Background: an optimization exercise with open tools, aiming at small area. Do not read the settings as production practice.
The RTL was checked by simulation tests, not by an equivalence proof against the original design.
The flow treats the clock pin as an ideal source, which a real chip does not have.
Power figures rest on the tool's default switching activity, not on a simulated workload.

==> flow/design.v <==
module prb_ao22 (input logic a, b, c, d, output logic y);
   assign y = (a & b) | (c & d);
endmodule
module prb_aoi222 (input logic a, b, c, d, e, f, output logic y);
   assign y = ~((a & b) | (c & d) | (e & f));
endmodule
module prb_nand2 (input logic a, b, output logic y);
   assign y = ~(a & b);
endmodule
module prb_nand3 (input logic a, b, c, output logic y);
   assign y = ~(a & b & c);
endmodule
module prb_or2 (input logic a, b, output logic y);
   assign y = a | b;
endmodule
module prb_inv (input logic a, output logic y);
   assign y = ~a;
endmodule
module prb_rowsel (
   input  logic [15:0] sel,
   input  logic [15:0] d,
   output logic        q
);
   logic [5:0] g;
   logic [1:0] h;
   for (genvar k = 0; k < 5; k++) begin : g_grp
      prb_aoi222 u (.a(sel[3*k]), .b(d[3*k]), .c(sel[3*k+1]), .d(d[3*k+1]),
                    .e(sel[3*k+2]), .f(d[3*k+2]), .y(g[k]));
   end
   prb_nand2 u_last (.a(sel[15]), .b(d[15]), .y(g[5]));
   prb_nand3 u_h0 (.a(g[0]), .b(g[1]), .c(g[2]), .y(h[0]));
   prb_nand3 u_h1 (.a(g[3]), .b(g[4]), .c(g[5]), .y(h[1]));
   prb_or2   u_o  (.a(h[0]), .b(h[1]), .y(q));
endmodule
module prb_portsel (
   input  logic [3:0] sel,
   input  logic [3:0] d,
   input  logic       hold,
   input  logic       q,
   output logic       y
);
   logic n0, n1, n2;
   prb_aoi222 u0 (.a(sel[0]), .b(d[0]), .c(sel[1]), .d(d[1]), .e(sel[2]), .f(d[2]), .y(n0));
   prb_nand2  u1 (.a(sel[3]), .b(d[3]), .y(n1));
   prb_nand2  u2 (.a(hold), .b(q), .y(n2));
   prb_nand3  u3 (.a(n0), .b(n1), .c(n2), .y(y));
endmodule
module para_ram_banked #(
   parameter int ADDR_WIDTH = 6,
   parameter int DATA_WIDTH = 24,
   parameter int NUM_PORTS  = 2,
   parameter int BANK_BITS  = 2
) (
   input  logic                            clk,
   input  logic                            rst_n,
   input  logic [NUM_PORTS-1:0]            req,
   input  logic [NUM_PORTS-1:0]            we,
   input  logic [NUM_PORTS*ADDR_WIDTH-1:0] addr,
   input  logic [NUM_PORTS*DATA_WIDTH-1:0] wdata,
   input  logic [NUM_PORTS*(DATA_WIDTH/8)-1:0] wmask,
   output logic [NUM_PORTS-1:0]            gnt,
   output logic [NUM_PORTS-1:0]            rvalid,
   output logic [NUM_PORTS*DATA_WIDTH-1:0] rdata,
   output logic                            init_busy
);
   localparam int NB    = 4;
   localparam int ROWS  = 16;
   localparam int LANES = 3;
   localparam int DW    = 24;
   logic            state_q;    
   logic [3:0]      cnt_q;
   logic [NB-1:0]   ptr_q;
   logic [1:0]      rvalid_q;
   logic [2*DW-1:0] rdata_q;
   logic [NB*ROWS*DW-1:0] mem_q;
   logic            run, clr;
   logic [1:0]      bk0, bk1;
   logic [3:0]      rw0, rw1, wrow0;
   logic            conflict;
   logic            g0, g1, rd0, rd1;
   assign bk0 = addr[1:0];
   assign rw0 = addr[5:2];
   assign bk1 = addr[7:6];
   assign rw1 = addr[11:8];
   assign clr       = ~state_q;
   assign run       = state_q & rst_n;
   assign init_busy = ~run;
   assign rvalid    = rvalid_q;
   assign rdata     = rdata_q;
   assign conflict = req[0] & req[1] & (bk0 == bk1);
   assign g0  = run & req[0] & ~(conflict & ptr_q[bk0]);
   assign g1  = run & req[1] & ~(conflict & ~ptr_q[bk1]);
   assign gnt = {g1, g0};
   assign rd0 = g0 & ~we[0];
   assign rd1 = g1 & ~we[1];
   assign wrow0 = clr ? cnt_q : rw0;
   logic [ROWS-1:0] d0, d1;
   always_comb
      for (int r = 0; r < ROWS; r++) begin
         d0[r] = wrow0 == 4'(r);
         d1[r] = rw1 == 4'(r);
      end
   logic [NB-1:0]    o0, o1, w0, w1;
   logic [LANES-1:0] wl [NB];
   always_comb
      for (int b = 0; b < NB; b++) begin
         o0[b] = clr | (g0 & (bk0 == 2'(b)));
         o1[b] = g1 & (bk1 == 2'(b));
         w0[b] = g0 & (bk0 == 2'(b)) & we[0];
         w1[b] = o1[b] & we[1];
         for (int l = 0; l < LANES; l++)
            wl[b][l] = clr | (w0[b] & wmask[l]) | (w1[b] & wmask[LANES+l]);
      end
   logic [DW-1:0]   bank_wd [NB];
   logic [DW-1:0]   bank_rd [NB];
   logic [NB*ROWS*DW-1:0] mem_d;
   for (genvar b = 0; b < NB; b++) begin : g_bank
      logic [ROWS-1:0] rsel;
      for (genvar i = 0; i < DW; i++) begin : g_wd
         prb_ao22 u_wd (.a(w0[b]), .b(wdata[i]), .c(w1[b]), .d(wdata[DW+i]), .y(bank_wd[b][i]));
      end
      for (genvar r = 0; r < ROWS; r++) begin : g_row
         prb_ao22 u_rs (.a(o0[b]), .b(d0[r]), .c(o1[b]), .d(d1[r]), .y(rsel[r]));
         for (genvar l = 0; l < LANES; l++) begin : g_lane
            logic en_n, en;
            prb_nand2 u_en (.a(rsel[r]), .b(wl[b][l]), .y(en_n));
            prb_inv   u_ei (.a(en_n), .y(en));
            for (genvar k = 0; k < 8; k++) begin : g_bit
               prb_ao22 u_m (.a(en), .b(bank_wd[b][8*l+k]), .c(en_n), .d(mem_q[(b*ROWS+r)*DW+8*l+k]),
                             .y(mem_d[(b*ROWS+r)*DW+8*l+k]));
            end
         end
      end
      for (genvar i = 0; i < DW; i++) begin : g_rd
         logic [ROWS-1:0] col;
         for (genvar r = 0; r < ROWS; r++) begin : g_col
            assign col[r] = mem_q[(b*ROWS+r)*DW+i];
         end
         prb_rowsel u_rd (.sel(rsel), .d(col), .q(bank_rd[b][i]));
      end
   end
   logic [NB-1:0]   ps0, ps1;
   logic            h0, h1;
   logic [2*DW-1:0] rdata_d;
   always_comb
      for (int b = 0; b < NB; b++) begin
         ps0[b] = rd0 & (bk0 == 2'(b));
         ps1[b] = rd1 & (bk1 == 2'(b));
      end
   assign h0 = rst_n & ~rd0;
   assign h1 = rst_n & ~rd1;
   for (genvar i = 0; i < DW; i++) begin : g_port
      prb_portsel u_p0 (.sel(ps0), .d({bank_rd[3][i], bank_rd[2][i], bank_rd[1][i], bank_rd[0][i]}),
                        .hold(h0), .q(rdata_q[i]), .y(rdata_d[i]));
      prb_portsel u_p1 (.sel(ps1), .d({bank_rd[3][i], bank_rd[2][i], bank_rd[1][i], bank_rd[0][i]}),
                        .hold(h1), .q(rdata_q[DW+i]), .y(rdata_d[DW+i]));
   end
   always_ff @(posedge clk) begin
      rdata_q  <= rdata_d;
      rvalid_q <= {rd1, rd0};
      if (!rst_n) begin
         state_q <= 1'b0;
         cnt_q   <= '0;
         ptr_q   <= '0;
      end else begin
         if (clr) begin
            cnt_q <= cnt_q + 1'b1;
            if (cnt_q == 4'd15) state_q <= 1'b1;
         end
         for (int b = 0; b < NB; b++) begin
            if (g0 && bk0 == 2'(b)) ptr_q[b] <= 1'b1;
            if (o1[b]) ptr_q[b] <= 1'b0;
         end
      end
   end
   always_ff @(posedge clk)
      mem_q <= mem_d;
endmodule
clock: 6.0 ns
lec_check: 0
cap_margin: 10
core_margin: 2
core_utilization: 60
slew_margin: 10
synth_hierarchical: 1
standard.sh (not shown) runs the stock make flow with config.mk's settings and CLKGATE_MAP_FILE= SYNTH_SCRIPT=/design/flow/synth_recipe.tcl, a recipe that flattens the netlist after the stock synthesis.
==> flow/flow/run.sh <==
#!/bin/bash
# The standard layout (standard.sh), with two changes:
#  - ports are buffered with the smallest buffer (buf_1) instead of the default choice;
#  - clock tree synthesis uses larger sink clusters and inserts no dummy loads.
# The make output goes to flow.log; each ORFS step keeps its own log under orfs/logs/.
set -euo pipefail
export BUFFER_PORTS_ARGS="-buffer_cell sky130_fd_sc_hd__buf_1"
export CTS_ARGS="-sink_clustering_enable -repair_clock_nets -sink_clustering_size 22 -sink_clustering_max_diameter 70 -dont_use_dummy_load"
bash standard.sh > flow.log 2>&1
The first run completed without violations.
==> next run, changes <==
==> flow/flow/run.sh (replaced) <==
#!/bin/bash
# The standard layout (standard.sh), with these changes:
#  - ports are buffered with the smallest buffer (buf_1) instead of the default choice;
#  - clock tree synthesis uses clkbuf_8 buffers and inserts no dummy loads;
#  - the repair steps insert only small buffers (flow/small_bufs.tcl).
# The make output goes to flow.log; each ORFS step keeps its own log under orfs/logs/.
set -euo pipefail
export BUFFER_PORTS_ARGS="-buffer_cell sky130_fd_sc_hd__buf_1"
export CTS_ARGS="-sink_clustering_enable -repair_clock_nets -buf_list sky130_fd_sc_hd__clkbuf_8 -sink_clustering_size 18 -sink_clustering_max_diameter 60 -dont_use_dummy_load"
hook=$PWD/flow/small_bufs.tcl
export PRE_FLOORPLAN_TCL=$hook PRE_GLOBAL_PLACE_TCL=$hook PRE_RESIZE_TCL=$hook PRE_CTS_TCL=$hook
export PRE_GLOBAL_ROUTE_TCL=$hook PRE_REPAIR_TIMING_POST_PLACE_TCL=$hook PRE_DETAIL_ROUTE_TCL=$hook
bash standard.sh > flow.log 2>&1
==> flow/flow/small_bufs.tcl (new file) <==
# Repair (slew, capacitance, timing) buffers: only the small buffers buf_1 and buf_2.
set_dont_use [get_lib_cells {sky130_fd_sc_hd__buf_4 sky130_fd_sc_hd__buf_6 sky130_fd_sc_hd__buf_8 sky130_fd_sc_hd__buf_12 sky130_fd_sc_hd__buf_16 sky130_fd_sc_hd__bufbuf_8 sky130_fd_sc_hd__bufbuf_16}]
Settings changed: CORE_UTILIZATION 60 to 70, GPL_TIMING_DRIVEN set to 0, PLACE_DENSITY set to 0.78.
The changed run completed without violations.
Utilization came out higher by 9.6 points.
First-iteration DRC count came out higher by 0.35%.
Die area came out lower by about 14%.
Combinational power came out lower by 7.8%.
Fmax came out lower by about 4.7%.
Final area came out lower by 2.4%.
Critical path depth came out lower by 2.
Non-clock buffer count came out lower by 55.
Total power came out lower by about 7%.
Via count came out higher by about 0.54%.
Clock-buffer cell count came out higher by 19.
==> next run, changes <==
==> flow/flow/run.sh (replaced) <==
#!/bin/bash
# The standard layout (standard.sh), with two changes:
#  - ports are buffered with the smallest buffer (buf_1) instead of the default choice;
#  - clock tree synthesis uses clkbuf_8 buffers and inserts no dummy loads.
# The make output goes to flow.log; each ORFS step keeps its own log under orfs/logs/.
set -euo pipefail
export BUFFER_PORTS_ARGS="-buffer_cell sky130_fd_sc_hd__buf_1"
export CTS_ARGS="-sink_clustering_enable -repair_clock_nets -buf_list sky130_fd_sc_hd__clkbuf_8 -sink_clustering_size 14 -sink_clustering_max_diameter 60 -dont_use_dummy_load"
bash standard.sh > flow.log 2>&1
Settings changed: CORE_UTILIZATION 70 to 60, GPL_TIMING_DRIVEN 0 to not set, PLACE_DENSITY 0.78 to not set.
removed: flow/flow/small_bufs.tcl
Outcome: The changed run ran to the end with no violations. Wire length is higher by 8.7%. Non-clock buffer count is higher by 55. Worst hold slack barely changes. Die area is higher by 16%. Final cell count is higher by 4.7%. Register-to-register slack gets better by 0.29 ns. Global-route usage is lower by 2.6 points. Total power is higher by 4.4%. Cell area is higher by 2.0%. Clock-buffer cell count is higher by 33. Setup slack gets better by 0.37 ns.
==> next run, changes <==
==> flow/flow/run.sh (replaced) <==
#!/bin/bash
# The standard layout (standard.sh), with these changes:
#  - ports are buffered with the smallest buffer (buf_1) instead of the default choice;
#  - clock tree synthesis uses clkbuf_8 buffers and inserts no dummy loads;
#  - the repair steps insert only small buffers (flow/small_bufs.tcl).
# The make output goes to flow.log; each ORFS step keeps its own log under orfs/logs/.
set -euo pipefail
export BUFFER_PORTS_ARGS="-buffer_cell sky130_fd_sc_hd__buf_1"
export CTS_ARGS="-sink_clustering_enable -repair_clock_nets -buf_list sky130_fd_sc_hd__clkbuf_8 -sink_clustering_size 16 -sink_clustering_max_diameter 60 -dont_use_dummy_load"
hook=$PWD/flow/small_bufs.tcl
export PRE_FLOORPLAN_TCL=$hook PRE_GLOBAL_PLACE_TCL=$hook PRE_RESIZE_TCL=$hook PRE_CTS_TCL=$hook
export PRE_GLOBAL_ROUTE_TCL=$hook PRE_REPAIR_TIMING_POST_PLACE_TCL=$hook PRE_DETAIL_ROUTE_TCL=$hook
bash standard.sh > flow.log 2>&1
==> flow/flow/small_bufs.tcl (new file) <==
# Repair (slew, capacitance, timing) buffers: only the small buffers buf_1 and buf_2.
set_dont_use [get_lib_cells {sky130_fd_sc_hd__buf_4 sky130_fd_sc_hd__buf_6 sky130_fd_sc_hd__buf_8 sky130_fd_sc_hd__buf_12 sky130_fd_sc_hd__buf_16 sky130_fd_sc_hd__bufbuf_8 sky130_fd_sc_hd__bufbuf_16}]
Settings changed: CORE_UTILIZATION 60 to 78, GPL_TIMING_DRIVEN set to 0, PLACE_DENSITY set to 0.86.
Effect: Routed wire length drops by 9.7%; first-iteration DRC count climbs by 11%; setup slack gets worse by 0.53 ns.

afterwards: timing with drivers on the ports:
Ports are ideal in the flow. The routed layouts listed here were re-timed in OpenROAD. Step 1 sets driving cells, clkbuf_16 on the clock port and buf_2 on the other inputs (assumed; they add their load-dependent delay and slew). Step 2 times the ports against the registers' clock, not the clock port: input delays grow and output delays shrink by t, the midpoint of the rising clock arrivals with the driver on. Three values: ideal, step 1, step 2; two values: the first two.
run	t (ns)	setup slack, ns	worst setup path after step 2	slew at the worst register clock pin (ns)	worst slew at a driven data input, ns
the first run	0.744	1.159 / 1.101 / 0.357	input to register	0.09 / 0.09	0.23
the second run	0.838	0.921 / 0.918 / 0.080	input to register	0.12 / 0.12	0.18
the third run	0.909	1.294 / 1.258 / 0.349	input to register	0.10 / 0.10	0.24
the fourth run	0.832	0.762 / 0.766 / -0.066	input to register	0.11 / 0.11	0.15
Met with ideal ports but missed after step 2: setup timing in the fourth run. For the third run, which loses most, drivers alone change the setup slack by -0.036 ns; drivers and shift together by -0.945 ns.
